This design comes from an exercise in tuning for small area, a short achievable clock period and few clock cycles per item on the open sky130 flow, not from production work. Where RTL was checked, it was by simulation tests only, not by an equivalence proof against the original. No driver is modelled on the clock port, so clock power and skew are understated where the tree is cut down; a real chip needs a root buffer or a tree. Power is estimated from default activity; no workload was simulated.

Setup of delta:
## lzss_top
module lzss_top (
    input  logic        clk,
    input  logic        reset,
    input  logic        in_valid,
    input  logic [7:0]  in_data,
    input  logic        in_last,
    output logic        in_ready,
    output logic        out_valid,
    input  logic        out_ready,
    output logic        out_is_match,
    output logic [7:0]  out_field,
    output logic [1:0]  out_len_code,
    output logic [11:0] enc_num,
    output logic        finish
);
==> module lookahead_buffer, before the edit <==
module lookahead_buffer (
    input  logic        clk,
    input  logic        reset,
    input  logic        in_valid,
    input  logic [7:0]  in_data,
    input  logic        in_last,
    output logic        in_ready,
    input  logic        pop,
    output logic        head_valid,
    output logic [7:0]  head_data,
    output logic        head_last
);
    logic [1:0] count;
    logic [1:0] count_next;
    logic       accept;
    logic [7:0] data1;
    logic       last1;
    assign accept     = in_valid && in_ready;
    assign count_next = count + 2'(accept) - 2'(pop);
    always_ff @(posedge clk or posedge reset) begin
        if (reset) begin
            count      <= 2'd0;
            head_valid <= 1'b0;
            in_ready   <= 1'b1;
        end else begin
            count      <= count_next;
            head_valid <= (count_next != 2'd0);
            in_ready   <= (count_next != 2'd2);
        end
    end
    always_ff @(posedge clk) begin
        if (count == 2'd0 || pop) begin
            if (count == 2'd2) begin
                head_data <= data1;
                head_last <= last1;
            end else begin
                head_data <= in_data;
                head_last <= in_last;
            end
        end
        if (accept && (count == 2'd2 || (count == 2'd1 && !pop))) begin
            data1 <= in_data;
            last1 <= in_last;
        end
    end
endmodule
==> flow/config.mk <==
export PLATFORM = sky130hd
export DESIGN_NAME = lzss_top
export DESIGN_NICKNAME = lzss_top
export VERILOG_FILES = /design/flow/design.v
export SDC_FILE = /design/flow/constraint.sdc
export NUM_CORES = 8
export LEC_CHECK = 0
export CAP_MARGIN = 40
export CORE_MARGIN = 2
export CORE_UTILIZATION = 40
export SETUP_SLACK_MARGIN = 4.5
export SLEW_MARGIN = 20
==> flow/constraint.sdc <==
create_clock -name core_clock -period 7.0 [get_ports {clk}]
set_input_delay 1.4000 -clock core_clock [delete_from_list [all_inputs] [get_ports {clk}]]
set_output_delay 1.4000 -clock core_clock [all_outputs]
set_load 0.01 [all_outputs]
standard.sh (not shown) runs the stock make flow with config.mk's settings and CLKGATE_MAP_FILE= SYNTH_SCRIPT=/design/flow/synth_recipe.tcl, a recipe that flattens the netlist after the stock synthesis.
==> flow/flow/run.sh <==
#!/bin/bash
# The standard layout, except in the cts step: flow/mycts.tcl, sourced there
# through ORFS's PRE_CTS_TCL hook, stands in for the clock_tree_synthesis
# command. It builds a three-level clock tree of clkbuf_16 over recursive
# bisection clusters of the flip-flops, and rebuilds the buffer tree of the
# history's advance enable the same way (flow/myfanout.tcl). Before that it
# moves each register that drives an output port next to the port's buffer
# (flow/pullout.tcl). The rest of the
# cts step (legalisation, timing repair) and all other steps are unchanged.
set -o pipefail
export PRE_CTS_TCL="$PWD/flow/mycts.tcl"
export MYCTS_LEAF=20
export MYCTS_MID=4
bash standard.sh finish > standard.log 2>&1
Other scripts of this flow, unchanged in this note and not shown: flow/flow/mycts.tcl, flow/flow/myfanout.tcl, flow/flow/pullout.tcl
Having completed the whole flow, delta delivered a layout that passed the timing, DRC and antenna checks.
The inputs of indigo differ from those of delta as listed below.
diff --git a/flow/design.v b/flow/design.v
--- a/flow/design.v
+++ b/flow/design.v
@@ -6,5 +6,5 @@
     localparam int COUNT_WIDTH = 12;
     localparam int NUM_SLOTS = MAX_MATCH;
-    localparam int PART_LEVEL  = 5;
+    localparam int PART_LEVEL  = 6;
     localparam int PART_BLOCKS = WINDOW_SIZE >> PART_LEVEL;
     typedef struct packed {
@@ -36,5 +36,5 @@
     logic [7:0] data1;
     logic       last1;
-    assign accept     = in_valid && in_ready;
+    assign accept     = in_valid && (count != 2'd2);
     assign count_next = count + 2'(accept) - 2'(pop);
     always_ff @(posedge clk or posedge reset) begin
Notes after the runs:
Taking delta as the reference, in indigo highest fanout seen on the critical path went down; switching power now larger.
The footprint of the multi-input gates reported for indigo is greater than that of delta by 840 sq um.
The total power in indigo sits 18 mW above the value recorded for delta.
indigo vs delta — achievable clock frequency climbed by a few percent
delta -> indigo: instance area at placement decreased slightly
Overall fraction of global-route tracks in use of delta is on par with indigo.
Compared to delta, indigo has portion of total power attributed to the clock network 2.9 points lower.
delta → indigo: layout sequential cell count fell 80; post-layout worst setup margin has increased.
Testbench counts of indigo, summed over its fixed seeds: cycles 8,778, bytes 8,594.
The RTL of delta was laid out without a check of its function. In every run of this note, the design's own scripts or RTL, not TritonCTS, make the clock network.

port drivers added, routing unchanged:
The flow's constraints put no driver on any port. The routed layouts listed below were extracted and timed again, unchanged, in two steps. Step 1 assumes that a clkbuf_16 drives the clock port and a buf_2 every other input. Step 2 times the ports against the registers' clock, not the clock port: input delays grow and output delays shrink by t, the midpoint of the rising clock arrivals with the driver on. Three values: ideal ports, drivers, drivers and shift; two values: the first two.
run	t, ns	slack for setup (ns)	clock arrival spread, ns
delta	0.862	4.253 / 4.079 / 3.969	0.054 / 0.054
indigo	0.854	4.310 / 4.098 / 3.916	0.046 / 0.046
After both steps setup and hold are still met in every run listed. The setup slack of indigo, which loses most, moves by -0.212 ns with the drivers and by -0.394 ns with both steps.
